From an optimization exercise on the open Yosys and OpenROAD flow, aimed at small area; shortcuts taken in it are not production practice.
The RTL was checked by simulation tests, not by an equivalence proof against the original design.
Power is estimated from default activity; no workload was simulated.

Design cad_top, start of the top module:
module cad_top #(
  parameter int IMG_SIDE = 8,
  parameter int IMG_COUNT = 2,
  parameter int KER_COUNT = 2,
  localparam int IMG_IDX_W = (IMG_COUNT > 1) ? $clog2(IMG_COUNT) : 1,
  localparam int KER_IDX_W = (KER_COUNT > 1) ? $clog2(KER_COUNT) : 1
) (
  input  logic                 clk,
  input  logic                 rst_n,
  input  logic                 i_in_valid,
  input  cad_pkg::data_t       i_matrix,
  input  logic                 i_start,
  input  logic [IMG_IDX_W-1:0] i_img_idx,
  input  logic [KER_IDX_W-1:0] i_ker_idx,
  output logic                 o_busy,
  output logic                 o_out_valid,
  output logic                 o_out_value
);
For scale: ~17 I/O pins, roughly 0.046 mm^2 of cells after synthesis.
clock: 12.0 ns
lec_check: 0
abc_area: 1
cap_margin: 20
core_margin: 2
core_utilization: 75
cts_cluster_diameter: 80
cts_cluster_size: 25
place_density: 0.86
slew_margin: 20
run.sh (not shown) runs the stock make flow with config.mk's settings and CLKGATE_MAP_FILE= SYNTH_SCRIPT=/design/flow/synth_recipe.tcl, a recipe that flattens the netlist after the stock synthesis.
==> next run, changes <==
--- a/flow/design.v
+++ b/flow/design.v
@@ -48,12 +48,14 @@
   logic [5:0] rpos;      
   logic [4:0] kpos;      
   logic [4:0] outi;      
   logic       run;       
   logic [1:0] gap;       
   logic       cmp;
+  logic       cmp_q;
+  logic       mx_last;
   logic       out_valid;
   logic signed [19:0] acc;
   logic [20:0] mx;        
   logic wr;
   logic [5:0] rpos_init;
   logic [4:0] kpos_init;
@@ -91,12 +93,14 @@
     endcase
   end
   assign start_out = comp && !outi[4] && !run && kpos == 5'd0 && rpos == sched[5:0];
   assign mac = (run && gap == 2'd0) || start_out;
   assign img_step = comp && !(outi[4] && rpos == rpos_init);
   assign ker_step = mac || (comp && !run && kpos != kpos_goal);
+  logic restored;
+  assign restored = outi[4] && !img_step && kpos == kpos_init && !cmp && !cmp_q;
   assign row_end = (kpos == 5'd4) || (kpos == 5'd9) || (kpos == 5'd14) || (kpos == 5'd19);
   logic pol;
   logic img_rot, img_rot_n, ker_rot, ker_rot_n;
   logic en_i0, en_i1, en_k0, en_k1;
   logic en_i0_n, en_i1_n, en_k0_n, en_k1_n;
   logic [7:0] wdata;
@@ -143,13 +147,12 @@
       end
     end
   end
   logic mac_q;
   logic tap_q;
   logic first_q;
-  logic cmp_q;
   always_ff @(posedge clk) begin
     mac_q <= mac;
     tap_q <= sched[6];
     first_q <= (kpos == 5'd0);
   end
   always_comb begin
@@ -420,14 +423,13 @@
             run <= 1'b1;
             if (row_end) gap <= 2'd3;
           end
         end else if (gap != 2'd0) begin
           gap <= gap - 2'd1;
         end
-        if (outi[4] && !img_step && kpos == kpos_init && !cmp && !cmp_q
-            && (!out_valid || mx_last)) begin
+        if (restored && out_valid && mx_last) begin
           busy <= 1'b0;
           comp <= 1'b0;
         end
       end
     end
   end
@@ -441,13 +443,12 @@
       kpos <= kpos_init;
     end else begin
       if (img_step) rpos <= rpos + 6'd1;
       if (ker_step) kpos <= (kpos == 5'd24) ? 5'd0 : kpos + 5'd1;
     end
   end
-  logic mx_last;
   assign mx_last = (mx[20:2] == 19'd0) && mx[1];
   logic acc_gt;
   always_comb begin
     acc_gt = 1'b0;
     for (int i = 0; i < 19; i++) begin
       acc_gt = (acc[i] & ~mx[i]) | (~(acc[i] ^ mx[i]) & acc_gt);
@@ -461,13 +462,15 @@
       mx <= {1'b0, mx[20:1]};
     end
   end
   always_ff @(posedge clk or negedge rst_n) begin
     if (!rst_n) begin
       out_valid <= 1'b0;
-    end else if (cmp_q && outi[1:0] == 2'd0) begin
+    end else if (cmp_q && outi[1:0] == 2'd0 && !outi[4]) begin
+      out_valid <= 1'b1;
+    end else if (comp && restored && !out_valid) begin
       out_valid <= 1'b1;
     end else if (out_valid && mx_last) begin
       out_valid <= 1'b0;
     end
   end
   assign o_busy = busy;
After rerunning: Final cell count stays flat; power goes up by about 2%; via count falls by about 1%; clock-buffer cell count fell by 1; maximum frequency goes down by about 2.3%; final area grows by 0.37%.

## static timing again, ports no longer ideal
No port has a modelled driver above. Below, the same layouts with a new extraction and two added sets of constraints. Step 1 assumes that a clkbuf_16 drives the clock port and a buf_2 every other input. Step 2 adds t to the input delays and takes it off the output delays; t is the mean of the earliest and latest rising clock arrival at the registers after step 1. Input paths then give back, and output paths get back, about the clock's delay inside the block. Slacks: ideal ports / drivers / drivers and shift; pairs: ideal ports / drivers.
run	t (ns)	slack for setup (ns)	cell pins on the clock port's net
the first run	0.686	2.230 / 2.230 / 2.230	1
the second run	0.689	2.000 / 2.000 / 2.000	1
After both steps setup and hold are still met in every run listed.
